Context: an optimization exercise on an open-source flow, tuned for small area, a short achievable clock period and few clock cycles per item. The choices shown serve that exercise and are no tape-out recipe.
Where RTL was checked, it was by simulation tests only, not by an equivalence proof against the original.
No functional check of the RTL was part of runs 1 to 4.
Power figures rest on the tool's default switching activity, not on a simulated workload.

--- design/flow/flow/run.sh ---
#!/bin/bash
# Standard ORFS layout; the port buffers are the small sky130 buf_1
# instead of the delay buffer buffer_ports picks by default.
set -euo pipefail
bash standard.sh BUFFER_PORTS_ARGS="-buffer_cell sky130_fd_sc_hd__buf_1" finish > standard_flow.log 2>&1
--- design/flow/standard.sh ---
#!/bin/bash
# synth_recipe.tcl (not shown) runs the flow's synth.tcl, then flattens the netlist and writes it again
# the make line also repeats each setting of config.mk as NAME=value (left out here)
make -C /OpenROAD-flow-scripts/flow DESIGN_CONFIG=/design/flow/config.mk WORK_HOME=/design/flow/orfs CLKGATE_MAP_FILE= SYNTH_SCRIPT=/design/flow/synth_recipe.tcl "${@:-finish}"
--- design/flow/config.mk ---
export PLATFORM = sky130hd
export DESIGN_NAME = pdec_updt_top
export DESIGN_NICKNAME = pdec_updt_top
export VERILOG_FILES = /design/flow/design.v
export SDC_FILE = /design/flow/constraint.sdc
export NUM_CORES = 4
export LEC_CHECK = 0
export CAP_MARGIN = 20
export CORE_AREA = 5 5 265 265
export DIE_AREA = 0 0 270 270
export SLEW_MARGIN = 20
--- design/flow/constraint.sdc ---
create_clock -name core_clock -period 5.0 [get_ports {clk}]
set_input_delay 1.0000 -clock core_clock [delete_from_list [all_inputs] [get_ports {clk}]]
set_output_delay 1.0000 -clock core_clock [all_outputs]
set_load 0.01 [all_outputs]
--- design/flow/design.v ---
package pdec_pkg;
  localparam int num_path = 8;
  localparam int num_k    = 164;
  localparam int num_dcrc = 3;
endpackage
`timescale 1ns/1ps
module pdec_mux32 (
  input  logic [31:0] d,
  input  logic [4:0]  s,
  output logic        y
);
  assign y = d[s];
endmodule
module pdec_cand_bits (
  input  logic [127:0] bit_val,
  input  logic [3:0]   mask,
  output logic [31:0]  cand_bit
);
  always_comb begin
    for (int c = 0; c < 32; c++) cand_bit[c] = ^(bit_val[4*c +: 4] & mask);
  end
endmodule
`timescale 1ns/1ps
module pdec_sel8x4 (
  input  logic [31:0] d,
  input  logic [2:0]  s,
  output logic [3:0]  y
);
  assign y = d[4*s +: 4];
endmodule
module pdec_info_mux (
  input  logic [491:0] d,
  input  logic [7:0]   c,
  output logic [2:0]   y
);
  logic [163:0] oh;
  always_comb begin
    for (int k = 0; k < 164; k++) oh[k] = (c == 8'(k));
    y = '0;
    for (int k = 0; k < 164; k++) y = y | (d[3*k +: 3] & {3{oh[k]}});
  end
endmodule
`timescale 1ns/1ps
module pdec_updt_top (
  input  logic         clk,
  input  logic         rst_n,
  input  logic         cfg_leaf_mode,
  input  logic [2:0]   cfg_jump_type,
  input  logic [1:0]   cfg_dcrc_num,
  input  logic         cfg_dcrc_mode,
  input  logic [2:0]   cfg_dcrc_ini,
  input  logic [23:0]  cfg_dcrc_idx,
  input  logic         dec_start,
  input  logic         upd_valid,
  input  logic [7:0]   srvl_bmp,
  input  logic [39:0]  pm_idx,
  input  logic [127:0] bit_val,
  input  logic [491:0] dcrc_info,
  output logic         upd_ready,
  output logic         upd_done,
  output logic [7:0]   list_wen,
  output logic [7:0]   list_waddr,
  output logic [31:0]  list_wdata,
  output logic [15:0]  path_stat,
  output logic         early_term
);
  localparam int NP = pdec_pkg::num_path;
  localparam logic [1:0] ST_CK  = 2'd0;
  localparam logic [1:0] ST_VAL = 2'd1;
  localparam logic [1:0] ST_INV = 2'd3;
  logic          busy_q;         
  logic [1:0]    wstep_q;        
  logic [7:0]    cnt_q;          
  logic [NP-1:0] bit_q;          
  logic [2:0]    par_q  [NP];
  logic [1:0]    stat_q [NP];
  logic       accept, multi, is_rep, fork_en, step_en, last;
  logic [1:0] last_idx;
  logic [1:0] cstep;             
  assign accept = upd_valid & ~busy_q;
  assign is_rep = (cfg_jump_type == 3'd1);
  assign multi  = cfg_leaf_mode & (cfg_jump_type[2] ? ~cfg_jump_type[1] : cfg_jump_type[1]);
  always_comb begin
    case (cfg_jump_type)
      3'd2, 3'd3: last_idx = 2'd1;
      3'd4:       last_idx = 2'd2;
      default:    last_idx = 2'd3;
    endcase
  end
  assign last    = (wstep_q == last_idx);
  assign fork_en = accept;
  assign step_en = (accept & ~multi) | busy_q;
  assign cstep   = busy_q ? wstep_q + 2'd1 : 2'd0;
  always_ff @(posedge clk or negedge rst_n) begin
    if (!rst_n)                 busy_q <= 1'b0;
    else if (accept && multi)   busy_q <= 1'b1;
    else if (busy_q && last)    busy_q <= 1'b0;
  end
  always_ff @(posedge clk or negedge rst_n) begin
    if (!rst_n)      wstep_q <= 2'd0;
    else if (busy_q) wstep_q <= wstep_q + 2'd1;
    else             wstep_q <= 2'd0;
  end
  always_ff @(posedge clk or negedge rst_n) begin
    if (!rst_n)         cnt_q <= 8'd0;
    else if (dec_start) cnt_q <= 8'd0;
    else if (step_en)   cnt_q <= cnt_q + 8'd1;
  end
  assign upd_ready = ~busy_q;
  assign upd_done  = (accept & ~multi) | (busy_q & last);
  logic [3:0]    mask;
  logic [31:0]   cand_bit;
  logic [NP-1:0] cand_sel;
  always_comb begin
    mask = 4'b1000;
    case (cfg_jump_type)
      3'd2: if (cstep == 2'd0) mask = 4'b1010;
      3'd3: if (cstep == 2'd0) mask = 4'b1100;
      3'd4: if (cstep == 2'd0) mask = 4'b1010;
            else if (cstep == 2'd1) mask = 4'b1100;
      3'd5: if (cstep == 2'd0) mask = 4'b1111;
            else if (cstep == 2'd1) mask = 4'b1010;
            else if (cstep == 2'd2) mask = 4'b1100;
      default: mask = 4'b1000;
    endcase
  end
  pdec_cand_bits u_cand (.bit_val(bit_val), .mask(mask), .cand_bit(cand_bit));
  for (genvar i = 0; i < NP; i++) begin : g_bmux
    pdec_mux32 u_mux (.d(cand_bit), .s(pm_idx[5*i +: 5]), .y(cand_sel[i]));
  end
  always_ff @(posedge clk) bit_q <= cand_sel;
  logic [NP-1:0] dec_bit;
  logic [2:0]    parent [NP];
  logic          use_parent;
  assign use_parent = ~busy_q | (wstep_q == 2'd0);
  always_comb begin
    for (int i = 0; i < NP; i++) begin
      parent[i]  = is_rep ? pm_idx[5*i+1 +: 3] : pm_idx[5*i+2 +: 3];
      dec_bit[i] = busy_q ? bit_q[i] : (pm_idx[5*i] & (~cfg_leaf_mode | is_rep));
      list_wdata[4*i +: 4] = {dec_bit[i], use_parent ? parent[i] : 3'(i)};
    end
  end
  assign list_wen   = step_en ? srvl_bmp : 8'd0;
  assign list_waddr = cnt_q;
  logic [2:0] num_mask, info, chk, info_raw;
  always_comb begin
    for (int j = 0; j < 3; j++) begin
      num_mask[j] = (j < cfg_dcrc_num);
      chk[j]      = step_en & num_mask[j] & (cnt_q == cfg_dcrc_idx[8*j +: 8]);
    end
  end
  pdec_info_mux u_info (.d(dcrc_info), .c(cnt_q), .y(info_raw));
  assign info = info_raw & num_mask & {3{step_en}};
  logic [31:0]   fork_d;
  logic [3:0]    fork_q [NP];
  logic [2:0]    par_src  [NP];
  logic [2:0]    par_nxt  [NP];
  logic [1:0]    stat_src [NP];
  logic [NP-1:0] fail;
  always_comb begin
    for (int k = 0; k < NP; k++) fork_d[4*k +: 4] = {stat_q[k][0], par_q[k]};
  end
  for (genvar i = 0; i < NP; i++) begin : g_fork
    pdec_sel8x4 u_sel (.d(fork_d), .s(parent[i]), .y(fork_q[i]));
  end
  always_comb begin
    for (int i = 0; i < NP; i++) begin
      if (fork_en) begin
        par_src[i]  = fork_q[i][2:0];
        stat_src[i] = fork_q[i][3] ? ST_VAL : ST_CK;
      end else begin
        par_src[i]  = par_q[i];
        stat_src[i] = stat_q[i];
      end
      par_nxt[i] = par_src[i] ^ (info & {3{dec_bit[i]}});
      fail[i]    = |(chk & par_nxt[i]);
    end
  end
  for (genvar i = 0; i < NP; i++) begin : g_path
    always_ff @(posedge clk or negedge rst_n) begin
      if (!rst_n) begin
        par_q[i] <= 3'd0;
      end else if (dec_start) begin
        par_q[i] <= cfg_dcrc_ini;
      end else if ((fork_en || step_en) && srvl_bmp[i]) begin
        par_q[i] <= par_nxt[i];
      end
    end
    always_ff @(posedge clk or negedge rst_n) begin
      if (!rst_n) begin
        stat_q[i] <= ST_INV;
      end else if (dec_start) begin
        stat_q[i] <= (i == 0) ? ST_VAL : ST_INV;
      end else if (fork_en || step_en) begin
        if (!srvl_bmp[i])   stat_q[i] <= ST_INV;
        else if (fail[i])   stat_q[i] <= cfg_dcrc_mode ? ST_CK : ST_INV;
        else                stat_q[i] <= stat_src[i];
      end
    end
    assign path_stat[2*i +: 2] = stat_q[i];
  end
  logic all_inv, any_val;
  always_comb begin
    all_inv = 1'b1;
    any_val = 1'b0;
    for (int p = 0; p < NP; p++) begin
      all_inv = all_inv & (stat_q[p] == ST_INV);
      any_val = any_val | (stat_q[p] == ST_VAL);
    end
  end
  assign early_term = cfg_dcrc_mode ? ~any_val : all_inv;
endmodule
==> results.yml, run 1 <==
floorplanning:
  io_pins: 773
  start_util_pct: 25.5
  fp.dieH_um: 270
  die_area_sq_um: 72900
  die-width_um: 270
  core_area_sq_um: 67200
  row_count: 95
synth:
  synthCells: 2311
  synth-xor-area-share_pct: 7.51
  ys_seq_area_share_pct: 8.49
  synth_cell_types: 100
  synth_mux_area_share_pct: 19.0
  synthFlopType: "dfrtp_1"
  ys_warn_count: 16
  synth.most_common_cell: "nand2_1"
  yosysTopAreaCell: "mux4_2"
  synth-seq-cells: 59
  syn_avg_cell_area_sq_um: 7.42
  synthAdderAreaFrac_pct: 0.438
  synth-simple-area-share_pct: 30.5
  synth_top_area_share_pct: 10.4
  synth_top_cells_by_count: "nand2_1 (252), nand3_1 (176), clkbuf_1 (141), nor2_1 (124), a21oi_1 (108)"
  ys_async_sr_fraction_pct: 86.4
  synth_compound_area_share_pct: 26.2
  syn-cell-area_sq_um: 17200
  synth_area_leaders: "mux4_2 (10%), mux2i_1 (6.2%), nand2_1 (5.5%), nand3_1 (5.1%), dfrtp_1 (5.1%)"
  synth-edff-count: 0
  synth_top_family_by_area: "simple AND/OR/NAND/NOR gates"
global_route:
  grt.met2_usage_pct: 49.0
  grt_pass1_vias: 23052
  grtUsageMet3_pct: 15.6
  grt_most_used_layer: "met2"
  antenna_found_initial: 77
  grtUsageTotal_pct: 34.7
  grt.overflow.total: 0
  use_met1_pct: 44.9
  grt_start_max_net_pins: 71
  grt_pass1_wl_mm: 184
sta:
  finalHoldViolations: 0
  grt_setup_unrepaired: "false"
  final.setup.worst_slack_ps: 214
  worst_slew_pin_slew_ps: 1200
  period_share_pct: 95.7
  tns_ps: 0
  finClkSkew_ps: 10.6
  slew_viol_final: 0
  min_period_ps: 4790
  setup-violations-final: 0
  maxSlewHeadroom_pct: 20.1
  max_freq_mhz: 209
cts:
  clk_pin_slew_worst_paths_ps: 60
  cts_tree: "built"
  cts_resized: 0
  holdBufCountCts: 0
  cts_setup_buffers: 0
  h-tree-depth: 3
  clkSinkCount: 59
  numCtsBuffers: 9
  clock_latency_ps: 370
  root_buffer: "clkbuf_16"
  cts_buffer_depth: 2
critical_path:
  path_cells: "buf_4 -> nor4bb_4 -> buf_4 -> a222oi_1 -> nor2b_1 -> nor4_1 -> buf_4 -> and2_1 -> nand4_1 -> o311a_1 -> a2111o_1 -> and2_0 -> a211o_1"
  cp_top_family: "compound AO/OA/AOI/OAI gates"
  worstPathMaxFanout: 28
  slowest_delay_ps: 740
  worst-setup-path-type: "reg -> reg"
  cp-start-kind: "register"
  cp_slowest_cell: "dfrtp_2"
  worstSetupEndpointType: "register"
  cp_common_cell: "buf_4"
  worst_ep_required_time_ps: 5290
  cp_num_buf_inv: 3
  cp_data_arrival_time_ps: 5080
power:
  power_density_nw_per_um2: 288
  power.switching_uw: 3600
  pwr-share-seq_pct: 13.3
  p_int_uw: 2720
  leakagePower_uw: 0.00767
  power_frac_clock_pct: 10.6
  pwr-share-comb_pct: 76.0
  switching_share_pct: 57.0
  ir_drop_uv: 175
drt:
  drcViolationCount: 0
  drt_iter0_drc: 4332
  viasPerCell: 6.41
  vias: 25290
  wl_per_cell_um: 34.4
  drt_wl_total_mm: 136
  dr.pass1.iters: 10
  final_antenna_net_count: 0
placement:
  port_buffers: 772
  place_hpwl_mm: 113
  pre_cts_slack_ps: 382
  globalplace.congestion: 1.11
final_layout:
  drive_gt1_share_pct: 12.8
  regArea_sq_um: 1470
  nets: 3734
  multi_input_area_sq_um: 14500
  syn_to_final_growth_pct: 28.1
  nFillCells: 7501
hold_path:
  min_path_type: "in -> async"
run_status:
  status: "timing/DRC/antenna clean"
job:
  max-cap-violations: 0
-- state kept, by name, indices dropped and copies added, names as in the netlist --
register / flops
par_q: 24
stat_q: 16
bit_q: 8
cnt_q: 8
wstep_q: 2
busy_q: 1
-- placed cells by master (no fill, tap or decap), drive strengths merged, types with 59 or more instances in the layout --
cell type,netlist,final
mux4,79,79
xnor2,74,74
xor2,73,73
mux2i,109,109
buf,106,948
a21oi,111,111
o21ai,66,66
o211ai,59,59
nor2,124,124
nand4,71,71
nand2,252,252
nand3,177,177
-- final timing paths --
kind	to	cells past startpoint	slack (ps)	start
max	stat_q[6][1]	13	210	cnt_q[6]
max reg2reg	stat_q[6][1]	13	210	cnt_q[6]
max in group asynchronous	cnt_q[2]	2	3440	rst_n
min	par_q[2][1]	1	540	rst_n
min reg2reg	stat_q[3][0]	2	650	stat_q[3][0]
min in group core_clock	stat_q[3][0]	2	650	stat_q[3][0]
-- stage by stage --
step | area, sq um | hold WS (ps) | power, uW | instances | utilization [%]
after floorplan | 17200 | 565 | 3360 | 2311 | -
after global placement | 21600 | 621 | 5400 | 3884 | 32.1
after detailed placement | 21600 | 636 | 5420 | 3884 | 32.1
after CTS | 21900 | 541 | 6100 | 3900 | 32.5
after global routing | 21900 | 575 | 6490 | 3934 | 32.7
final | 22000 | 542 | 6320 | 3943 | 32.7
-- layer usage --
metal | vias up | share of wire [%] | routed length, um
li1 | 10379 | - | -
met1 | 12162 | 38 | 51800
met2 | 2299 | 40 | 54600
met3 | 422 | 15 | 20700
met4 | 28 | 6.2 | 8360
met5 | - | 0.15 | 200
-- cell families (layout without fill, tap and decap cells) --
| logic type | count (synthesis) | in the layout |
|---|---|---|
| AOI/OAI and AO/OA | 614 | 614 |
| xor gates and xnor gates | 147 | 147 |
| adders and majority gates | 6 | 6 |
| buffers and inverters | 309 | 1025 |
| DFF | 59 | 59 |
| muxes | 222 | 222 |
| other | 0 | 43 |
| and+or+nand+nor | 954 | 954 |
-- layout make-up --
cell class	instances	area share, %
Clock inverter	7	0.313
Sequential cell	59	6.69
Multi-Input combinational cell	1943	66.0
Inverter	59	1.01
Timing Repair Buffer	950	19.5
Tap cell	873	4.97
Clock buffer	9	1.03
Antenna cell	43	0.490
-- power by group through the flow --
| stage | logic [uW] | registers, uW | clock network [uW] |
|---|---|---|---|
| 2_1_floorplan | 2710 | 658 | 0 |
| 3_3_place_gp | 4570 | 836 | 0 |
| 3_5_place_dp | 4580 | 834 | 0 |
| 4_1_cts | 4600 | 826 | 672 |
| 5_1_grt | 4960 | 845 | 687 |
| 6_report | 4800 | 843 | 672 |
==> inputs of run 2 (changes only) <==
--- a/design/flow/config.mk
+++ b/design/flow/config.mk
@@ -9,3 +9,4 @@
 export CORE_AREA = 5 5 265 265
 export DIE_AREA = 0 0 270 270
 export SLEW_MARGIN = 20
+export SYNTH_HIERARCHICAL = 1
==> run 2 against run 1 <==
  * Highest routed layer unchanged
  * Non-clock buffer count shrank 44
  * Setup slack got worse by 74 ps
  * Largest cell class unchanged
  * Power fell by 17%
  * Via count shrank 20%
  * Still clean
==> results.yml, run 2 <==
power:
  p_int_uw: 2530
  switching_share_pct: 51.9
  power_frac_clock_pct: 13.7
  power.switching_uw: 2730
  pwr-share-seq_pct: 13.7
  finalPower_uw: 5260
  leakagePower_uw: 0.00672
  power_density_nw_per_um2: 267
  ir_drop_uv: 282
  pwr-share-comb_pct: 72.7
global_route:
  grtUsageMet3_pct: 7.58
  grt_most_used_layer: "met2"
  use_met1_pct: 33.8
  grtUsageTotal_pct: 29.2
  grt_pass1_vias: 19547
  grt.met2_usage_pct: 48.7
  antenna_found_initial: 58
  grt.overflow.total: 0
  grt_start_max_net_pins: 40
  grt_pass1_wl_mm: 155
synth:
  synthCells: 1813
  synth_mux_area_share_pct: 27.8
  synth_cell_types: 75
  synth_top_cells_by_count: "nand2_1 (234), a22oi_1 (175), mux2i_1 (174), nand3_1 (124), clkbuf_1 (81)"
  synth_compound_area_share_pct: 22.4
  synthFlopType: "dfrtp_1"
  synth-xor-area-share_pct: 9.60
  synth_top_area_share_pct: 11.6
  synth_area_leaders: "mux2i_1 (12%), mux4_1 (11%), a22oi_1 (8.8%), nand2_1 (5.9%), dfrtp_1 (5.9%)"
  ys_seq_area_share_pct: 9.73
  ys_warn_count: 22
  synth-simple-area-share_pct: 22.7
  syn-cell-area_sq_um: 15000
  synth.most_common_cell: "nand2_1"
  yosysTopAreaCell: "mux2i_1"
  synthAdderAreaFrac_pct: 0.167
  synth-seq-cells: 59
  synth-edff-count: 0
  ys_async_sr_fraction_pct: 86.4
  syn_avg_cell_area_sq_um: 8.26
  synth_top_family_by_area: "multiplexers"
final_layout:
  multi_input_area_sq_um: 12600
  final_common_cell: "buf_1"
  nFillCells: 7569
  largest_reg_flops: 24
  syn_to_final_growth_pct: 31.6
  finalNonFillerCells: 3488
  nets: 3281
  final_cell_mix: "buf_1 (771), nand2_1 (234), mux2i_1 (174), a22oi_1 (174), buf_4 (126)"
  regMostFlops: "par_q"
  top_regs: "par_q (24), stat_q (16)"
  drive_gt1_share_pct: 11.5
  regArea_sq_um: 1460
floorplanning:
  io_pins: 773
  core_area_sq_um: 67200
  fp.dieH_um: 270
  die-width_um: 270
  start_util_pct: 22.3
  row_count: 95
  die_area_sq_um: 72900
sta:
  grt_setup_unrepaired: "false"
  maxSlewHeadroom_pct: 27.5
  finClkSkew_ps: 11.8
  min_period_ps: 4860
  period_share_pct: 97.2
  hold_ws_ps: 545
  slew_viol_final: 0
  setup-violations-final: 0
  finalHoldViolations: 0
  tns_ps: 0
  worst_slew_pin_slew_ps: 1080
  max_freq_mhz: 206
drt:
  dr.pass1.iters: 12
  drcViolationCount: 0
  viasPerCell: 5.82
  final_antenna_net_count: 0
  vias: 20295
  wl_per_cell_um: 32.9
  drt_wl_total_mm: 115
  drt_iter0_drc: 2392
cts:
  root_buffer: "clkbuf_16"
  h-tree-depth: 3
  clk_pin_slew_worst_paths_ps: 60
  numCtsBuffers: 9
  holdBufCountCts: 0
  clkSinkCount: 59
  cts_buffer_depth: 2
  clock_latency_ps: 340
  cts_tree: "built"
critical_path:
  cp_data_arrival_time_ps: 5110
  worst-setup-path-type: "reg -> reg"
  worstSetupEndpointType: "register"
  cp-start-kind: "register"
  worstPathMaxFanout: 15
  worst_ep_required_time_ps: 5250
job:
  max-cap-violations: 0
placement:
  post-place-cells: 3433
  place_hpwl_mm: 95.4
  globalplace.congestion: 1.04
  port_buffers: 772
hold_path:
  min_path_type: "reg -> reg"
run_status:
  status: "timing/DRC/antenna clean"
[run 2: area by class of cell]
| class | count | share of cell area, % |
|---|---|---|
| multi-input cells | 1576 | 64.2 |
| repair buffers | 906 | 20.3 |
| flip-flops and latches | 59 | 7.41 |
| well taps | 873 | 5.54 |
| clock buffers | 12 | 1.30 |
| diodes | 37 | 0.470 |
| inverters | 21 | 0.400 |
| clock inverters | 4 | 0.375 |
[run 2: cells by family (layout without fill, tap and decap cells)]
family / Yosys count / after routing
simple gates: 654 / 654
compound gates: 465 / 465
mux: 304 / 304
buf+inv: 182 / 943
xor+xnor: 146 / 146
flops: 59 / 59
fa+ha+maj: 2 / 2
other cells: 1 / 42
[run 2: path summary, 6_finish.rpt]
check / startpoint / end / slack (ps) / cells after the start
setup / recovery: cnt_q[3] / stat_q[1][1] / 140 / 14
hold / removal: stat_q[1][1] / stat_q[1][1] / 540 / 2
setup reg to reg: cnt_q[3] / stat_q[1][1] / 140 / 14
hold reg to reg: stat_q[1][1] / stat_q[1][1] / 540 / 2
max in group asynchronous: rst_n / stat_q[6][0] / 3390 / 2
min in group asynchronous: rst_n / par_q[4][0] / 750 / 1
[run 2: what timing repair did]
item	4_1_cts	5_1_grt
setup endpoints to repair	3	7
cloned	0	0
resized for setup	3	2
buffers inserted	0	2
pin swaps	0	1
[run 2: power groups by stage]
stage / Sequential (uW) / Clock, uW / Combinational, uW
2_1_floorplan: 669 / 0 / 2250
3_3_place_gp: 718 / 0 / 3710
3_5_place_dp: 721 / 0 / 3720
4_1_cts: 714 / 730 / 3740
5_1_grt: 736 / 746 / 4010
6_report: 719 / 718 / 3820
[run 2: worst max-delay path, stage by stage (launching register included)]
cell and delay (ps):
dfrtp_1 570, and4bb_1 590, a22oi_1 300, a21oi_1 110, nor4_1 700, buf_4 220
o2111ai_1 100, or4_1 590, and3_1 390, o311ai_0 220, xor2_1 170, a22oi_1 270
nand2_1 150, o21ai_0 240, a22oi_1 130
[run 2: through the flow]
stage / area (sq um) / setup WS (ps) / util [%]
6_report: 19700 / 140 / 29.3
5_1_grt: 19700 / 18.6 / 29.3
4_1_cts: 19600 / 71.5 / 29.2
3_5_place_dp: 19200 / -111 / 28.7
3_3_place_gp: 19200 / -113 / 28.7
2_1_floorplan: 15000 / 493 / -
[run 2: Yosys stat by module (local to each module, per instance)]
| module | copies in the design | cells inside |
|---|---|---|
| pdec_sel8x4 | 8 | 14 |
| pdec_updt_top | 1 | 562 |
| pdec_cand_bits | 1 | 236 |
| pdec_mux32 | 8 | 41 |
| pdec_info_mux | 1 | 575 |
[run 2: per-layer routing]
layer,wire length [um],vias up
li1,-,8642
met1,41700,9814
met2,53500,1458
met3,10900,367
met4,8510,14
met5,93,-
==> inputs of run 3 (changes only) <==
--- a/design/flow/design.v
+++ b/design/flow/design.v
@@ -4,12 +4,34 @@
   localparam int num_dcrc = 3;
 endpackage
 `timescale 1ns/1ps
+module pdec_mux4 (
+  input  logic [3:0] d,
+  input  logic [1:0] s,
+  output logic       y
+);
+  assign y = d[s];
+endmodule
+module pdec_mux2 (
+  input  logic [1:0] d,
+  input  logic       s,
+  output logic       y
+);
+  assign y = s ? d[1] : d[0];
+endmodule
 module pdec_mux32 (
   input  logic [31:0] d,
   input  logic [4:0]  s,
   output logic        y
 );
-  assign y = d[s];
+  logic [7:0] l1;
+  logic [1:0] l2;
+  for (genvar k = 0; k < 8; k++) begin : g_l1
+    pdec_mux4 u (.d(d[4*k +: 4]), .s(s[1:0]), .y(l1[k]));
+  end
+  for (genvar k = 0; k < 2; k++) begin : g_l2
+    pdec_mux4 u (.d(l1[4*k +: 4]), .s(s[3:2]), .y(l2[k]));
+  end
+  pdec_mux2 u_l3 (.d(l2), .s(s[4]), .y(y));
 endmodule
 module pdec_cand_bits (
   input  logic [127:0] bit_val,
@@ -26,18 +48,43 @@
   input  logic [2:0]  s,
   output logic [3:0]  y
 );
-  assign y = d[4*s +: 4];
+  for (genvar b = 0; b < 4; b++) begin : g_bit
+    logic [1:0] l1;
+    for (genvar k = 0; k < 2; k++) begin : g_l1
+      pdec_mux4 u (.d({d[4*(4*k+3)+b], d[4*(4*k+2)+b], d[4*(4*k+1)+b], d[4*(4*k)+b]}),
+                   .s(s[1:0]), .y(l1[k]));
+    end
+    pdec_mux2 u_l2 (.d(l1), .s(s[2]), .y(y[b]));
+  end
+endmodule
+module pdec_aoi222 (
+  input  logic [2:0] d,
+  input  logic [2:0] s,
+  output logic       yn
+);
+  assign yn = ~|(d & s);
 endmodule
 module pdec_info_mux (
   input  logic [491:0] d,
   input  logic [7:0]   c,
   output logic [2:0]   y
 );
-  logic [163:0] oh;
-  always_comb begin
-    for (int k = 0; k < 164; k++) oh[k] = (c == 8'(k));
-    y = '0;
-    for (int k = 0; k < 164; k++) y = y | (d[3*k +: 3] & {3{oh[k]}});
+  localparam int NG = 55;    
+  logic [3*NG-1:0] oh;
+  always_comb begin
+    for (int k = 0; k < 3*NG; k++) oh[k] = (k < 164) && (c == 8'(k));
+  end
+  for (genvar j = 0; j < 3; j++) begin : g_bit
+    logic [NG-1:0] yn;
+    for (genvar g = 0; g < NG; g++) begin : g_grp
+      if (3*g + 2 < 164) begin : g_full
+        pdec_aoi222 u (.d({d[3*(3*g+2)+j], d[3*(3*g+1)+j], d[3*(3*g)+j]}),
+                       .s(oh[3*g +: 3]), .yn(yn[g]));
+      end else begin : g_part
+        assign yn[g] = ~((d[3*(3*g+1)+j] & oh[3*g+1]) | (d[3*(3*g)+j] & oh[3*g]));
+      end
+    end
+    assign y[j] = ~&yn;
   end
 endmodule
 `timescale 1ns/1ps
@@ -101,9 +148,8 @@
     else if (busy_q) wstep_q <= wstep_q + 2'd1;
     else             wstep_q <= 2'd0;
   end
-  always_ff @(posedge clk or negedge rst_n) begin
-    if (!rst_n)         cnt_q <= 8'd0;
-    else if (dec_start) cnt_q <= 8'd0;
+  always_ff @(posedge clk) begin
+    if (dec_start)      cnt_q <= 8'd0;
     else if (step_en)   cnt_q <= cnt_q + 8'd1;
   end
   assign upd_ready = ~busy_q;
@@ -142,15 +188,25 @@
   end
   assign list_wen   = step_en ? srvl_bmp : 8'd0;
   assign list_waddr = cnt_q;
-  logic [2:0] num_mask, info, chk, info_raw;
+  logic [2:0] num_mask, info_q, chk_q, info_nxt, chk_nxt;
+  logic [7:0] pos_nxt;
+  assign pos_nxt = cnt_q + 8'd1;
   always_comb begin
     for (int j = 0; j < 3; j++) begin
       num_mask[j] = (j < cfg_dcrc_num);
-      chk[j]      = step_en & num_mask[j] & (cnt_q == cfg_dcrc_idx[8*j +: 8]);
-    end
-  end
-  pdec_info_mux u_info (.d(dcrc_info), .c(cnt_q), .y(info_raw));
-  assign info = info_raw & num_mask & {3{step_en}};
+      chk_nxt[j]  = num_mask[j] & ((dec_start ? 8'd0 : pos_nxt) == cfg_dcrc_idx[8*j +: 8]);
+    end
+  end
+  pdec_info_mux u_info (.d(dcrc_info), .c(dec_start ? 8'd0 : pos_nxt), .y(info_nxt));
+  always_ff @(posedge clk) begin
+    if (dec_start || step_en) begin
+      info_q <= info_nxt & num_mask;
+      chk_q  <= chk_nxt;
+    end
+  end
+  logic [2:0] info, chk;
+  assign info = info_q & {3{step_en}};
+  assign chk  = chk_q & {3{step_en}};
   logic [31:0]   fork_d;
   logic [3:0]    fork_q [NP];
   logic [2:0]    par_src  [NP];
@@ -177,10 +233,8 @@
     end
   end
   for (genvar i = 0; i < NP; i++) begin : g_path
-    always_ff @(posedge clk or negedge rst_n) begin
-      if (!rst_n) begin
-        par_q[i] <= 3'd0;
-      end else if (dec_start) begin
+    always_ff @(posedge clk) begin
+      if (dec_start) begin
         par_q[i] <= cfg_dcrc_ini;
       end else if ((fork_en || step_en) && srvl_bmp[i]) begin
         par_q[i] <= par_nxt[i];
--- a/design/flow/config.mk
+++ b/design/flow/config.mk
@@ -8,5 +8,6 @@
 export CAP_MARGIN = 20
 export CORE_AREA = 5 5 265 265
 export DIE_AREA = 0 0 270 270
+export SETUP_SLACK_MARGIN = 1.5
 export SLEW_MARGIN = 20
 export SYNTH_HIERARCHICAL = 1
==> run 3 against run 2 <==
  * Largest power group unchanged
  * Critical path type unchanged
  * Sequential power rose by 56%
  * Routed wire length decreased by 5.2%
  * Cell count decreased by 6.6%
==> results.yml, run 3 <==
synth:
  synth_top_cells_by_count: "nor2_1 (208), nand2_1 (189), a222oi_1 (163), mux4_2 (144), xnor2_1 (73)"
  yosysTopAreaCell: "mux4_2"
  synth_area_leaders: "mux4_2 (24%), a222oi_1 (12%), edfxtp_1 (6.6%), nor2_1 (5.7%), nand2_1 (5.2%)"
  synthFlopType: "edfxtp_1"
  ys_async_sr_fraction_pct: 29.2
  syn_avg_cell_area_sq_um: 9.37
  synthCells: 1466
  synth-edff-count: 30
  synth-seq-cells: 65
  ys_warn_count: 22
  synth.most_common_cell: "nor2_1"
  synth_top_area_share_pct: 23.6
  ys_seq_area_share_pct: 12.5
  synth_cell_types: 72
  syn-cell-area_sq_um: 13700
power:
  power.switching_uw: 3270
  power_frac_clock_pct: 10.8
  pwr-share-comb_pct: 72.7
  ir_drop_uv: 192
  switching_share_pct: 48.3
  p_int_uw: 3500
  leakagePower_uw: 0.00746
  power_density_nw_per_um2: 303
  pwr-share-seq_pct: 16.5
final_layout:
  drive_gt1_share_pct: 31.9
  finalNonFillerCells: 3257
  fin_util_pct: 33.2
  regMostFlops: "par_q"
  final_cell_mix: "buf_1 (766), nor2_1 (193), a222oi_1 (163), mux4_2 (144), buf_4 (139)"
  nFillCells: 6906
  largest_reg_flops: 24
  final_common_cell: "buf_1"
  syn_to_final_growth_pct: 62.5
  top_regs: "par_q (24), stat_q (16)"
  nets: 3079
sta:
  period_share_pct: 75.1
  finalHoldViolations: 0
  finClkSkew_ps: 10.1
  setup-violations-final: 0
  hold_ws_ps: 522
  max_freq_mhz: 266
  tns_ps: 0
  min_period_ps: 3750
  slew_viol_final: 0
  maxSlewHeadroom_pct: 42.6
  grt_setup_unrepaired: "true"
  worst_slew_pin_slew_ps: 861
critical_path:
  cp-start-kind: "register"
  rrSetupSlack_ps: 1250
  reg2reg_to: "info_q[1]"
  worstSetupEndpointType: "register"
  reg2reg_from: "cnt_q[3]"
  r2r.worst_path.cells: 13
  cp_data_arrival_time_ps: 3860
  worst-setup-path-type: "reg -> reg"
  worstPathMaxFanout: 5
  worst_ep_required_time_ps: 5110
drt:
  wl_per_cell_um: 33.4
  drcViolationCount: 0
  viasPerCell: 5.85
  final_antenna_net_count: 0
  drt_wl_total_mm: 109
  dr.pass1.iters: 10
  vias: 19051
  drt_iter0_drc: 3281
cts:
  clkSinkCount: 65
  cts_buffer_depth: 2
  cts_tree: "built"
  h-tree-depth: 3
  root_buffer: "clkbuf_16"
  holdBufCountCts: 0
  clk_pin_slew_worst_paths_ps: 60
  numCtsBuffers: 9
  clock_latency_ps: 360
floorplanning:
  io_pins: 773
  die-width_um: 270
  start_util_pct: 20.4
  core_area_sq_um: 67200
  fp.dieH_um: 270
  die_area_sq_um: 72900
  row_count: 95
global_route:
  antenna_found_initial: 15
  grtUsageTotal_pct: 27.2
  grt_pass1_vias: 18684
  grt_start_max_net_pins: 52
  grt_pass1_wl_mm: 144
  grt.overflow.total: 0
hold_path:
  min_path_type: "reg -> reg"
  hp-start: "cnt_q[1]"
  whs_path_depth: 2
  hold_path_end: "cnt_q[1]"
placement:
  post-place-cells: 3093
  port_buffers: 772
  globalplace.congestion: 0.958
  place_hpwl_mm: 86.3
run_status:
  status: "timing/DRC/antenna clean"
job:
  max-cap-violations: 0
==> run 3: what timing repair did <==
action                                  CTS  global route
pin swaps                               118           103
gates resized for setup                 314           146
buffers inserted                         86            38
gates cloned                              9             6
endpoints found under the setup margin   69            41
==> run 3: final cells by class <==
cell class / instances / area (sq um) / area share [%]
antenna: 9 / 22.5 / 0.101
multi-input combinational: 1309 / 14100 / 63.2
timing repair buffer: 964 / 4960 / 22.2
clock inverter: 7 / 93.8 / 0.421
tap: 873 / 1090 / 4.90
sequential: 65 / 1740 / 7.81
inverter: 21 / 83.8 / 0.376
clock buffer: 9 / 225 / 1.01
==> run 3: layer usage <==
metal | wire length [um] | vias up | GRT usage (%)
met5 | 34 | - | 0
met4 | 5420 | 6 | 8.70
met3 | 12100 | 259 | 7.24
met2 | 51000 | 1542 | 45.8
met1 | 40200 | 9478 | 34.1
li1 | - | 7766 | -
==> run 3: worst max path at each step <==
stage | start | end | slack [ps] | depth (start not counted)
floorplan | cfg_jump_type[2] | stat_q[0][1] | 1350 | 12
global placement | dec_start | info_q[0] | 220 | 12
detailed placement | dec_start | info_q[1] | 210 | 12
CTS | dec_start | info_q[2] | 1370 | 15
global route | cnt_q[3] | info_q[1] | 1190 | 15
finish | cnt_q[3] | info_q[1] | 1250 | 13
==> run 3: logic make-up (layout without fill, tap and decap cells) <==
group / count (synthesis) / after routing / synth area share (%)
simple gates: 587 / 588 / 19.9
other cells: 1 / 14 / 0.0273
xor+xnor: 160 / 160 / 11.3
compound gates: 305 / 305 / 18.9
fa+ha+maj: 3 / 3 / 0.273
mux: 246 / 248 / 32.9
buf+inv: 99 / 1001 / 4.16
flops: 65 / 65 / 12.5
==> run 3: per-module statistics from Yosys (local to each module, per instance), excerpt <==
| module | flip-flops and latches | cells | cell area [sq um] |
|---|---|---|---|
| pdec_cand_bits | 0 | 236 | 1580 |
| pdec_aoi222 | 0 | 1 | 10.0 |
| pdec_updt_top | 65 | 602 | 5360 |
| pdec_info_mux | 0 | 282 | 1330 |
| pdec_mux4 | 0 | 1 | 22.5 |
| pdec_mux2 | 0 | 1 | 15.0 |
==> run 3: metrics by stage <==
step | instance area [sq um] | power [uW] | setup WS (ps)
after floorplan | 14100 | 3460 | 1350
after global placement | 18000 | 4820 | 225
after detailed placement | 18000 | 4850 | 207
after CTS | 21100 | 6310 | 1370
after global routing | 22300 | 7010 | 1190
final | 22300 | 6760 | 1250
==> run 3: power groups by stage <==
stage	sequential (uW)	combinational, uW	clock [uW]
floorplan	929	2530	0
finish	1120	4910	732
global placement	1090	3740	0
detailed placement	1090	3760	0
CTS	1100	4470	744
global route	1130	5120	765
==> run 3: critical path, stage by stage (launching register included) <==
cell       delay [ps]
dfxtp_4           390
buf_4             150
nand2_1            70
or3_4             380
a21oi_4           240
nor2b_2           180
nand2_4           160
buf_4             140
nor2_1             60
a222oi_1          770
nand4_1           280
nor4_2            350
o2111ai_2         150
and2_1            170
==> inputs of run 4 (changes only) <==
--- a/design/flow/config.mk
+++ b/design/flow/config.mk
@@ -8,6 +8,6 @@
 export CAP_MARGIN = 20
 export CORE_AREA = 5 5 265 265
 export DIE_AREA = 0 0 270 270
-export SETUP_SLACK_MARGIN = 1.5
+export SETUP_SLACK_MARGIN = 2.5
 export SLEW_MARGIN = 20
 export SYNTH_HIERARCHICAL = 1
==> run 4 against run 3 <==
  * Combinational power rose by 5.7%
  * Count of clock-buffer cells in the layout stayed put
  * Fmax decreased by 1.7%
  * Critical endpoint is now info_q[2]
  * Still clean on timing, DRC and antenna
  * Largest cell class unchanged
  * Sequential share of layout area decreased by 0.16 points
  * Register-to-register slack worse by 70 ps
==> results.yml, run 4 <==
run_status:
  status: "timing/DRC/antenna clean"
placement:
  port_buffers: 772
  globalplace.congestion: 1.02
  post_dp_cell_area_sq_um: 18400
  place_hpwl_mm: 83.7
global_route:
  grtUsageMet3_pct: 7.55
  grt_pass1_wl_mm: 142
  grt.overflow.total: 0
  grt_most_used_layer: "met2"
  grt.met2_usage_pct: 44.5
  grt_pass1_vias: 18745
  antenna_found_initial: 22
  grt_start_max_net_pins: 57
  grtUsageTotal_pct: 27.0
  use_met1_pct: 33.2
power:
  ir_drop_uv: 195
  switching_share_pct: 47.0
  pwr-share-comb_pct: 73.8
  leakagePower_uw: 0.00776
  power.switching_uw: 3300
  power_density_nw_per_um2: 309
  power_frac_clock_pct: 10.5
  pwr-share-seq_pct: 15.7
  p_int_uw: 3720
sta:
  finalHoldViolations: 0
  max_freq_mhz: 262
  maxSlewHeadroom_pct: 43.5
  finClkSkew_ps: 10.0
  setup-violations-final: 0
  slew_viol_final: 0
  period_share_pct: 76.4
  worst_slew_pin_slew_ps: 847
  grt_setup_unrepaired: "true"
  min_period_ps: 3820
  tns_ps: 0
synth:
  synth_top_family_by_area: "multiplexers"
  synth.most_common_cell: "nor2_1"
  synthAdderAreaFrac_pct: 0.273
  syn-cell-area_sq_um: 13700
  synth_top_area_share_pct: 23.6
  synth-simple-area-share_pct: 19.9
  syn_avg_cell_area_sq_um: 9.37
  ys_async_sr_fraction_pct: 29.2
  synth_mux_area_share_pct: 32.9
  yosysTopAreaCell: "mux4_2"
  synthCells: 1466
  synth-xor-area-share_pct: 11.3
  synth_compound_area_share_pct: 18.9
  synth_area_leaders: "mux4_2 (24%), a222oi_1 (12%), edfxtp_1 (6.6%), nor2_1 (5.7%), nand2_1 (5.2%)"
  ys_warn_count: 22
  synth_cell_types: 72
  ys_seq_area_share_pct: 12.5
  synth-seq-cells: 65
  synth-edff-count: 30
  synthFlopType: "edfxtp_1"
  synth_top_cells_by_count: "nor2_1 (208), nand2_1 (189), a222oi_1 (163), mux4_2 (144), xnor2_1 (73)"
cts:
  clkSinkCount: 65
  numCtsBuffers: 9
  holdBufCountCts: 0
  clock_latency_ps: 380
  h-tree-depth: 3
  cts_tree: "built"
  cts_buffer_depth: 2
  clk_pin_slew_worst_paths_ps: 60
  root_buffer: "clkbuf_16"
final_layout:
  nFillCells: 6856
  syn_to_final_growth_pct: 65.4
  fin_area_sq_um: 22700
  largest_reg_flops: 24
  drive_gt1_share_pct: 35.6
  regArea_sq_um: 1740
  top_regs: "par_q (24), stat_q (16)"
  regMostFlops: "par_q"
  final_cell_mix: "buf_1 (725), nor2_1 (186), a222oi_1 (163), buf_4 (147), nand2_1 (146)"
  multi_input_area_sq_um: 14000
  final_common_cell: "buf_1"
  nets: 3106
drt:
  viasPerCell: 5.83
  dr.pass1.iters: 13
  drcViolationCount: 0
  drt_iter0_drc: 3330
  vias: 19165
  wl_per_cell_um: 32.4
  final_antenna_net_count: 0
  drt_wl_total_mm: 107
floorplanning:
  core_area_sq_um: 67200
  row_count: 95
  die_area_sq_um: 72900
  start_util_pct: 20.4
  fp.dieH_um: 270
  io_pins: 773
  die-width_um: 270
hold_path:
  min_path_type: "reg -> reg"
critical_path:
  reg2reg_from: "cnt_q[0]"
  crit_path_end: "info_q[2]"
  slowest_delay_ps: 640
  worst-setup-path-type: "reg -> reg"
  cp_slowest_cell: "or4_4"
  cp_data_arrival_time_ps: 3960
  worst_ep_required_time_ps: 5140
  cp_num_buf_inv: 0
  cp_top_family: "simple AND/OR/NAND/NOR gates"
  worstSetupEndpointType: "register"
  startpoint: "cnt_q[0]"
  rrSetupSlack_ps: 1180
  reg2reg_to: "info_q[2]"
  path_cells: "ha_4 -> nand2_1 -> or3_4 -> a21oi_4 -> nor2_4 -> nand2_4 -> nor2_2 -> a222oi_1 -> nand4_1 -> or4_4 -> nor3_2 -> o2111ai_1 -> and3_1"
  path_depth: 13
  r2r.worst_path.cells: 13
  cp-start-kind: "register"
  worstPathMaxFanout: 4
job:
  max-cap-violations: 0
==> run 4: cell counts after synthesis <==
Identical to the previous run, type by type.
==> run 4: metrics by stage <==
stage                     total power [uW]  hold slack (ps)  util, %  std cells  setup WS [ps]
after floorplan                       3600              497        -       1470           1350
after global placement                4930              481     27.3       3094            238
after detailed placement              4940              483     27.3       3094            242
after CTS                             6550              511     32.5       3241           1240
after global routing                  7290              527     33.8       3281           1140
final                                 7030              507     33.8       3289           1180
==> run 4: how the worst min path moves through the flow <==
| stage | end | depth (start not counted) | from | slack [ps] |
|---|---|---|---|---|
| after CTS | cnt_q[1] | 2 | cnt_q[1] | 510 |
| final | cnt_q[1] | 2 | cnt_q[1] | 510 |
| after floorplan | stat_q[0][1] | 2 | stat_q[0][1] | 500 |
| after detailed placement | cnt_q[1] | 2 | cnt_q[1] | 480 |
| after global routing | cnt_q[1] | 2 | cnt_q[1] | 530 |
| after global placement | cnt_q[1] | 2 | cnt_q[1] | 480 |
==> run 4: what timing repair did <==
| action | in CTS | in global routing |
|---|---|---|
| pin swaps | 117 | 79 |
| endpoints found under the setup margin | 132 | 112 |
| gates cloned | 9 | 3 |
| setup buffers | 122 | 31 |
| resized for setup | 356 | 124 |
==> run 4: logic make-up (layout without fill, tap and decap cells) <==
logic type                 count (synthesis)  in the layout
and+or+nand+nor                          587            589
AOI/OAI and AO/OA                        305            306
DFF                                       65             65
muxes                                    246            246
other                                      1             19
xor gates and xnor gates                 160            160
adders and majority gates                  3              3
buffers and inverters                     99           1028
==> run 4: modules after synthesis (local to each module, per instance), a selection <==
module          cell area, sq um  cells inside  copies in the design  flip-flops and latches
pdec_aoi222                 10.0             1                   162                       0
pdec_cand_bits              1580           236                     1                       0
pdec_info_mux               1330           282                     1                       0
pdec_mux2                   15.0             1                    40                       0
pdec_mux4                   22.5             1                   144                       0
pdec_updt_top               5360           602                     1                      65
==> run 4: final cells by class <==
cell class	count	area share (%)
Antenna cell	14	0.154
Clock buffer	9	0.992
Clock inverter	7	0.408
Inverter	21	0.402
Multi-Input combinational cell	1309	61.5
Sequential cell	65	7.65
Tap cell	873	4.81
Timing Repair Buffer	991	24.1
==> run 4: metal layers <==
layer  routed length (um)  vias up
met5                   43        -
met4                 5270        6
met3                11700      236
met2                50700     1551
met1                38800     9533
li1                     -     7839
==> run 4: power by group through the flow <==
stage / Combinational, uW / Sequential (uW) / Clock, uW
2_1_floorplan: 2670 / 931 / 0
3_3_place_gp: 3860 / 1060 / 0
3_5_place_dp: 3880 / 1060 / 0
4_1_cts: 4730 / 1080 / 743
5_1_grt: 5400 / 1120 / 764
6_report: 5190 / 1100 / 735
==> run 4: tightest hold or removal path, stage by stage (launching register included) <==
cell	delay, ps
dfxtp_4	360
nand2_1	60
a21oi_1	50
==> inputs of run 5 (changes only) <==
--- a/design/flow/design.v
+++ b/design/flow/design.v
@@ -70,9 +70,9 @@
   output logic [2:0]   y
 );
   localparam int NG = 55;    
-  logic [3*NG-1:0] oh;
-  always_comb begin
-    for (int k = 0; k < 3*NG; k++) oh[k] = (k < 164) && (c == 8'(k));
+  logic [3*NG-1:0] oh;       
+  always_comb begin
+    for (int e = 0; e < 3*NG; e++) oh[e] = (e < 164) && (c == 8'(e + 255));
   end
   for (genvar j = 0; j < 3; j++) begin : g_bit
     logic [NG-1:0] yn;
@@ -155,21 +155,29 @@
   assign upd_ready = ~busy_q;
   assign upd_done  = (accept & ~multi) | (busy_q & last);
   logic [3:0]    mask;
+  logic [2:0]    mask0, mask_q, mask_nxt;
+  logic [1:0]    nstep;
   logic [31:0]   cand_bit;
   logic [NP-1:0] cand_sel;
   always_comb begin
-    mask = 4'b1000;
     case (cfg_jump_type)
-      3'd2: if (cstep == 2'd0) mask = 4'b1010;
-      3'd3: if (cstep == 2'd0) mask = 4'b1100;
-      3'd4: if (cstep == 2'd0) mask = 4'b1010;
-            else if (cstep == 2'd1) mask = 4'b1100;
-      3'd5: if (cstep == 2'd0) mask = 4'b1111;
-            else if (cstep == 2'd1) mask = 4'b1010;
-            else if (cstep == 2'd2) mask = 4'b1100;
-      default: mask = 4'b1000;
+      3'd3:    mask0 = 3'b100;
+      3'd5:    mask0 = 3'b111;
+      default: mask0 = 3'b010;
     endcase
   end
+  assign nstep = cstep + 2'd1;
+  always_comb begin
+    mask_nxt = 3'b000;
+    case (cfg_jump_type)
+      3'd4: if (nstep == 2'd1) mask_nxt = 3'b100;
+      3'd5: if (nstep == 2'd1) mask_nxt = 3'b010;
+            else if (nstep == 2'd2) mask_nxt = 3'b100;
+      default: mask_nxt = 3'b000;
+    endcase
+  end
+  always_ff @(posedge clk) mask_q <= mask_nxt;
+  assign mask = {1'b1, busy_q ? mask_q : mask0};
   pdec_cand_bits u_cand (.bit_val(bit_val), .mask(mask), .cand_bit(cand_bit));
   for (genvar i = 0; i < NP; i++) begin : g_bmux
     pdec_mux32 u_mux (.d(cand_bit), .s(pm_idx[5*i +: 5]), .y(cand_sel[i]));
@@ -177,18 +185,19 @@
   always_ff @(posedge clk) bit_q <= cand_sel;
   logic [NP-1:0] dec_bit;
   logic [2:0]    parent [NP];
-  logic          use_parent;
+  logic          use_parent, take_pm;
   assign use_parent = ~busy_q | (wstep_q == 2'd0);
+  assign take_pm    = ~busy_q & (~cfg_leaf_mode | is_rep);
   always_comb begin
     for (int i = 0; i < NP; i++) begin
       parent[i]  = is_rep ? pm_idx[5*i+1 +: 3] : pm_idx[5*i+2 +: 3];
-      dec_bit[i] = busy_q ? bit_q[i] : (pm_idx[5*i] & (~cfg_leaf_mode | is_rep));
+      dec_bit[i] = (busy_q & bit_q[i]) | (take_pm & pm_idx[5*i]);
       list_wdata[4*i +: 4] = {dec_bit[i], use_parent ? parent[i] : 3'(i)};
     end
   end
   assign list_wen   = step_en ? srvl_bmp : 8'd0;
   assign list_waddr = cnt_q;
-  logic [2:0] num_mask, info_q, chk_q, info_nxt, chk_nxt;
+  logic [2:0] num_mask, info_q, chk_q, info_nxt, info_p1, chk_nxt;
   logic [7:0] pos_nxt;
   assign pos_nxt = cnt_q + 8'd1;
   always_comb begin
@@ -197,7 +206,8 @@
       chk_nxt[j]  = num_mask[j] & ((dec_start ? 8'd0 : pos_nxt) == cfg_dcrc_idx[8*j +: 8]);
     end
   end
-  pdec_info_mux u_info (.d(dcrc_info), .c(dec_start ? 8'd0 : pos_nxt), .y(info_nxt));
+  pdec_info_mux u_info (.d(dcrc_info), .c(cnt_q), .y(info_p1));
+  assign info_nxt = dec_start ? dcrc_info[2:0] : info_p1;
   always_ff @(posedge clk) begin
     if (dec_start || step_en) begin
       info_q <= info_nxt & num_mask;
--- a/design/flow/config.mk
+++ b/design/flow/config.mk
@@ -8,6 +8,6 @@
 export CAP_MARGIN = 20
 export CORE_AREA = 5 5 265 265
 export DIE_AREA = 0 0 270 270
-export SETUP_SLACK_MARGIN = 2.5
+export SETUP_SLACK_MARGIN = 2.0
 export SLEW_MARGIN = 20
 export SYNTH_HIERARCHICAL = 1
==> run 5 against run 4 <==
  * Non-clock buffer count is 20 lower
  * Cell area is 4.6% lower
  * Utilization is 1.5 points lower
  * Critical path type is now in -> reg
  * First-iteration DRC count is 8.0% lower
  * Critical endpoint is now stat_q[0][0]
  * Sequential power is 19% higher
  * Flip-flop and latch count is 2 higher
  * Clock skew is 6.4 ps higher
  * Synthesized area is 1.4% lower
  * Clock power is 8.6% lower
  * Largest cell class unchanged
==> results.yml, run 5 <==
sta:
  setup-violations-final: 0
  grt_setup_unrepaired: "true"
  worst_slew_pin_slew_ps: 1250
  maxSlewHeadroom_pct: 16.4
  max_freq_mhz: 276
  tns_ps: 0
  finalHoldViolations: 0
  period_share_pct: 72.5
  min_period_ps: 3620
  slew_viol_final: 0
  finClkSkew_ps: 16.4
cts:
  clk_pin_slew_worst_paths_ps: 60
  clock_latency_ps: 360
  cts_buffer_depth: 2
  cts_tree: "built"
  root_buffer: "clkbuf_16"
  numCtsBuffers: 9
  h-tree-depth: 3
  clkSinkCount: 67
global_route:
  grt.overflow.total: 0
  grtUsageTotal_pct: 24.7
  grt_pass1_wl_mm: 131
  grt_start_max_net_pins: 65
  antenna_found_initial: 28
  grt_pass1_vias: 18119
drt:
  drcViolationCount: 0
  final_antenna_net_count: 0
  drt_wl_total_mm: 98.1
  drt_iter0_drc: 3065
  vias: 18407
  wl_per_cell_um: 30.2
  viasPerCell: 5.67
  dr.pass1.iters: 9
floorplanning:
  row_count: 95
  fp.dieH_um: 270
  die_area_sq_um: 72900
  start_util_pct: 20.1
  io_pins: 773
  core_area_sq_um: 67200
  die-width_um: 270
synth:
  synth_cell_types: 66
  synth-edff-count: 30
  syn-cell-area_sq_um: 13500
  yosysTopAreaCell: "mux4_2"
  synth_top_area_share_pct: 24.0
  synthFlopType: "edfxtp_1"
  synth_top_cells_by_count: "nor2_1 (216), nand2_1 (188), a222oi_1 (163), mux4_2 (144), xnor2_1 (79)"
  ys_warn_count: 22
  ys_seq_area_share_pct: 13.0
  synth-seq-cells: 67
  synthCells: 1433
  synth.most_common_cell: "nor2_1"
  ys_async_sr_fraction_pct: 28.4
  syn_avg_cell_area_sq_um: 9.44
  synth_area_leaders: "mux4_2 (24%), a222oi_1 (12%), edfxtp_1 (6.7%), nor2_1 (6.0%), nand2_1 (5.2%)"
critical_path:
  cp_data_arrival_time_ps: 3890
  cp-start-kind: "primary input"
  path_cells: "buf_12 -> nor3b_4 -> buf_6 -> buf_12 -> mux2_4 -> mux4_2 -> mux2_4 -> mux2i_1 -> xor2_1 -> a222oi_1 -> buf_4 -> and4b_1 -> o32ai_2"
  r2r.worst_path.cells: 9
  cp_slowest_cell: "mux4_2"
  worstPathMaxFanout: 8
  worst_ep_required_time_ps: 5260
  slowest_delay_ps: 440
  worstSetupEndpointType: "register"
  worst-setup-path-type: "in -> reg"
  reg2reg_from: "busy_q"
  reg2reg_to: "bit_q[7]"
  rrSetupSlack_ps: 1610
final_layout:
  top_regs: "par_q (24), stat_q (16)"
  largest_reg_flops: 24
  drive_gt1_share_pct: 31.6
  final_cell_mix: "buf_1 (723), nor2_1 (199), a222oi_1 (163), nand2_1 (149), mux4_2 (144)"
  nets: 3059
  fin_area_sq_um: 21700
  syn_to_final_growth_pct: 60.2
  regMostFlops: "par_q"
  final_common_cell: "buf_1"
  finalNonFillerCells: 3247
power:
  power_density_nw_per_um2: 387
  ir_drop_uv: 229
  leakagePower_uw: 0.00766
placement:
  globalplace.congestion: 0.992
  post_dp_cell_area_sq_um: 17800
  port_buffers: 772
  place_hpwl_mm: 79.5
  post-place-cells: 3082
hold_path:
  hold_path_end: "wstep_q[0]"
  min_path_type: "reg -> reg"
  hp-start: "wstep_q[0]"
  whs_path_depth: 1
job:
  max-cap-violations: 0
run_status:
  status: "timing/DRC/antenna clean"
[run 5: worst max path at each step]
stage | slack, ps | endpoint | start | depth (start not counted)
after CTS | 1440 | stat_q[0][0] | cfg_jump_type[1] | 13
after global placement | 570 | stat_q[1][1] | cfg_jump_type[0] | 12
after global routing | 1340 | stat_q[0][0] | cfg_jump_type[1] | 13
after floorplan | 1120 | stat_q[0][0] | cfg_jump_type[2] | 11
final | 1380 | stat_q[0][0] | cfg_jump_type[1] | 13
after detailed placement | 500 | stat_q[1][1] | cfg_jump_type[0] | 12
[run 5: cell type report]
type,count,area [sq um]
Clock buffer,10,229
Antenna cell,18,45.0
Inverter,25,93.8
Clock inverter,6,63.8
Tap cell,873,1090
Multi-Input combinational cell,1277,13300
Sequential cell,67,1790
Timing Repair Buffer,971,5070
Fill cell,6997,45500
[run 5: metal layers]
metal  part of all wire, %  up-vias  routed length (um)  global-route usage [%]
li1                      -     7764                   -                       -
met1                    34     8907               33100                    28.5
met2                    49     1472               47700                    42.6
met3                    12      246               12200                    7.95
met4                   5.0       18                4860                    9.09
met5                  0.26        -                 253                    1.71
[run 5: timing repair]
item / CTS / global route
endpoints found under the setup margin: 95 / 96
buffers inserted: 99 / 22
pin swaps: 78 / 94
resized for setup: 309 / 169
gates cloned: 6 / 4
hold buffers: 0 / 0
[run 5: power breakdown]
part / switching [uW] / internal, uW
combinational: 3290 / 3110
sequential: 468 / 845
clock: 284 / 387
[run 5: critical path: cells and delay by family]
kind	cells	cell delay [ps]
buffers and inverters	4	650
AO/OA/AOI/OAI	2	330
XOR/XNOR	1	240
multiplexers	4	1280
AND/OR/NAND/NOR	2	360
[run 5: cell families after synthesis]
group | Yosys count | share of synthesized area (%)
buf+inv | 97 | 3.91
simple gates | 574 | 19.4
other cells | 1 | 0.0277
compound gates | 294 | 19.1
fa+ha+maj | 2 | 0.185
flops | 67 | 13.0
mux | 248 | 33.4
xor+xnor | 150 | 10.9
[run 5: modules after synthesis, one instance, submodules excluded, excerpt]
module          cell area [sq um]  cells  times used
pdec_updt_top                5140    567           1
pdec_cand_bits               1580    236           1
pdec_info_mux                1350    284           1
pdec_mux4                    22.5      1         144
pdec_mux2                    15.0      1          40
pdec_aoi222                  10.0      1         162
[run 5: per-stage QoR]
stage / util [%] / hold slack (ps) / worst slack (ps) / power, uW
after CTS: 30.4 / 513 / 1440 / 7700
after floorplan: - / 456 / 1120 / 4290
after global placement: 26.5 / 521 / 571 / 6120
after detailed placement: 26.5 / 502 / 498 / 6160
final: 32.3 / 518 / 1380 / 8390
after global routing: 32.3 / 530 / 1340 / 8720
Testbench counts of run 5, summed over its fixed seeds: cycles 6,540, updates 3,072.
==> inputs of run 6 (changes only) <==
--- a/design/flow/config.mk
+++ b/design/flow/config.mk
@@ -8,6 +8,6 @@
 export CAP_MARGIN = 20
 export CORE_AREA = 5 5 265 265
 export DIE_AREA = 0 0 270 270
-export SETUP_SLACK_MARGIN = 2.0
+export SETUP_SLACK_MARGIN = 1.5
 export SLEW_MARGIN = 20
 export SYNTH_HIERARCHICAL = 1
==> run 6 against run 5 <==
  * Critical path depth fell by 5
  * Sequential share of layout area rose by 0.68 points
  * Flip-flop and latch count did not move
  * Routed wire length fell by 1.1%
  * Utilization fell by 2.7 points
  * Cell area fell by 8.2%
==> results.yml, run 6 <==
cts:
  root_buffer: "clkbuf_16"
  holdBufCountCts: 0
  cts_buffer_depth: 2
  cts_tree: "built"
  numCtsBuffers: 9
  clock_latency_ps: 370
  clkSinkCount: 67
  clk_pin_slew_worst_paths_ps: 70
  h-tree-depth: 3
synth:
  synth_area_leaders: "mux4_2 (24%), a222oi_1 (12%), edfxtp_1 (6.7%), nor2_1 (6.0%), nand2_1 (5.2%)"
  synth_top_cells_by_count: "nor2_1 (216), nand2_1 (188), a222oi_1 (163), mux4_2 (144), xnor2_1 (79)"
  syn_avg_cell_area_sq_um: 9.44
  synth.most_common_cell: "nor2_1"
  ys_seq_area_share_pct: 13.0
  synthFlopType: "edfxtp_1"
  synth-edff-count: 30
  ys_warn_count: 22
  yosysTopAreaCell: "mux4_2"
  synth_top_area_share_pct: 24.0
  synthCells: 1433
  syn-cell-area_sq_um: 13500
  synth_cell_types: 66
  synth-seq-cells: 67
  ys_async_sr_fraction_pct: 28.4
sta:
  min_period_ps: 3570
  worst_slew_pin_slew_ps: 1130
  max_freq_mhz: 280
  period_share_pct: 71.4
  final.setup.worst_slack_ps: 1430
  setup-violations-final: 0
  finalHoldViolations: 0
  slew_viol_final: 0
  grt_setup_unrepaired: "true"
  finClkSkew_ps: 20.0
  maxSlewHeadroom_pct: 24.8
  tns_ps: 0
drt:
  drt_wl_total_mm: 97.0
  vias: 18266
  route.met2.wl_mm: 46.5
  dr.pass1.iters: 13
  wl_met1_mm: 32.5
  viasPerCell: 5.81
  drt_iter0_drc: 3342
  final_antenna_net_count: 0
  wl_met3_mm: 12.5
  wl_per_cell_um: 30.9
  drcViolationCount: 0
  top_layer: "met5"
floorplanning:
  fp.dieH_um: 270
  row_count: 95
  core_area_sq_um: 67200
  io_pins: 773
  die-width_um: 270
  die_area_sq_um: 72900
  start_util_pct: 20.1
power:
  power_density_nw_per_um2: 388
  leakagePower_uw: 0.00667
  ir_drop_uv: 167
critical_path:
  worst-setup-path-type: "in -> out"
  cp_data_arrival_time_ps: 2570
  worstPathMaxFanout: 8
  reg2reg_to: "bit_q[6]"
  worstSetupEndpointType: "output port"
  r2r.worst_path.cells: 9
  worst_ep_required_time_ps: 4000
  reg2reg_from: "busy_q"
  cp-start-kind: "primary input"
  rrSetupSlack_ps: 1470
global_route:
  grt_start_max_net_pins: 55
  grtUsageTotal_pct: 24.5
  grt_pass1_wl_mm: 130
  antenna_found_initial: 21
  grt.overflow.total: 0
  grt_pass1_vias: 17734
hold_path:
  whs_path_depth: 1
  min_path_type: "reg -> reg"
  hp-start: "stat_q[0][1]"
  hold_path_end: "stat_q[0][1]"
final_layout:
  largest_reg_flops: 24
  syn_to_final_growth_pct: 47.0
  drive_gt1_share_pct: 24.2
  top_regs: "par_q (24), stat_q (16)"
  nFillCells: 7171
  fin_area_sq_um: 19900
  regMostFlops: "par_q"
  final_cell_mix: "buf_1 (764), nor2_1 (211), a222oi_1 (163), nand2_1 (155), mux4_2 (144)"
  final_common_cell: "buf_1"
  nets: 2963
placement:
  post_dp_cell_area_sq_um: 17700
  port_buffers: 772
  pre_cts_slack_ps: 423
  globalplace.congestion: 0.977
  place_hpwl_mm: 79.3
job:
  max-cap-violations: 0
run_status:
  status: "timing/DRC/antenna clean"
-- run 6: timing repair --
item | in CTS | in global routing
buffers inserted | 13 | 17
endpoints found under the setup margin | 92 | 54
pin swaps | 22 | 76
gates cloned | 3 | 2
gates resized for setup | 117 | 144
-- run 6: final cells by class --
| class | count | area (sq um) | area share (%) |
|---|---|---|---|
| Timing Repair Buffer | 878 | 3910 | 19.7 |
| Multi-Input combinational cell | 1274 | 12700 | 63.8 |
| Inverter | 25 | 95.1 | 0.478 |
| Sequential cell | 67 | 1780 | 8.93 |
| Clock buffer | 9 | 225 | 1.13 |
| Clock inverter | 7 | 81.3 | 0.409 |
| Antenna cell | 11 | 27.5 | 0.138 |
| Tap cell | 873 | 1090 | 5.49 |
-- run 6: layer usage --
metal  track usage (%)  vias to the layer above
met5                 0                        -
li1                  -                     7552
met3              8.98                      269
met2              42.0                     1579
met1              27.8                     8848
met4              9.82                       18
-- run 6: where the power goes --
group	switching, uW	internal (uW)	total, uW
combinational	2990	2600	5590
sequential	582	841	1420
clock	301	394	695
-- run 6: kinds of logic (layout without fill, tap and decap cells) --
| group | count (synthesis) | count (layout) | share of synthesized area, % |
|---|---|---|---|
| AO/OA/AOI/OAI | 294 | 294 | 19.1 |
| XOR/XNOR | 150 | 150 | 10.9 |
| adder cells (fa/ha/maj) | 2 | 2 | 0.185 |
| buffers and inverters | 97 | 919 | 3.91 |
| flip-flops | 67 | 67 | 13.0 |
| multiplexers | 248 | 249 | 33.4 |
| other | 1 | 16 | 0.0277 |
| AND/OR/NAND/NOR | 574 | 574 | 19.4 |
-- run 6: worst max-delay path by stage --
stage,slack (ps),to,from,depth (start not counted)
finish,1430,list_wdata[26],cfg_jump_type[2],8
global route,1390,bit_q[1],cfg_jump_type[1],13
CTS,1460,list_wdata[22],cfg_jump_type[1],8
detailed placement,420,stat_q[0][0],cfg_jump_type[2],10
global placement,440,stat_q[0][0],cfg_jump_type[2],10
floorplan,1120,stat_q[0][0],cfg_jump_type[2],11
-- run 6: stage by stage --
stage	hold WS, ps	utilization [%]	power (uW)	std cells
2_1_floorplan	456	-	4230	1437
3_5_place_dp	486	26.3	6080	3082
4_1_cts	499	27.9	7070	3114
5_1_grt	548	29.6	7980	3138
6_report	530	29.6	7710	3144
3_3_place_gp	491	26.3	6040	3082
-- run 6: worst max-delay path, stage by stage --
cell and delay [ps]:
buf_12 110, nor3b_4 220, buf_12 150, buf_12 130
buf_4 200, mux2_4 390, nand2b_1 180, buf_2 200
-- run 6: per-module statistics from Yosys (local to each module, per instance), excerpt --
module / cells / flip-flops and latches / area (sq um) / copies in the design
pdec_cand_bits: 236 / 0 / 1580 / 1
pdec_info_mux: 284 / 0 / 1350 / 1
pdec_mux2: 1 / 0 / 15.0 / 40
pdec_mux4: 1 / 0 / 22.5 / 144
pdec_updt_top: 567 / 67 / 5140 / 1
pdec_aoi222: 1 / 0 / 10.0 / 162

-- separate check: timing with driven ports --
The flow's constraints put no driver on any port. The routed layouts listed below were extracted and timed again, unchanged, in two steps.
Step 1 assumes that a clkbuf_16 drives the clock port and a buf_2 every other input.
Step 2, shift: input delay + t, output delay - t, t = (earliest + latest rising clock arrival at the registers) / 2. This alone moves slack from input paths to output paths.
Three values: no drivers, after step 1, after step 2; two values: the first two.
run | shift t [ns] | setup slack, ns | hold slack, ns | worst setup path at the end | clock arrival spread, ns
run 1 | 0.422 | 0.214 / 0.214 / 0.214 | 0.542 / 0.513 / 0.651 | register to register | 0.010 / 0.011
run 2 | 0.386 | 0.140 / 0.140 / 0.140 | 0.545 / 0.545 / 0.545 | register to register | 0.013 / 0.013
run 3 | 0.404 | 1.246 / 1.132 / 0.728 | 0.522 / 0.522 / 0.522 | input to register | 0.010 / 0.010
run 4 | 0.429 | 1.180 / 1.180 / 0.782 | 0.507 / 0.507 / 0.507 | input to register | 0.011 / 0.011
run 5 | 0.405 | 1.375 / 1.372 / 0.967 | 0.518 / 0.518 / 0.518 | input to register | 0.018 / 0.018
run 6 | 0.421 | 1.430 / 1.362 / 0.990 | 0.530 / 0.530 / 0.530 | input to register | 0.020 / 0.020
After both steps every run listed still meets setup and hold. The setup slack of run 3, which loses most, moves by -0.114 ns with the drivers and by -0.518 ns with both steps.
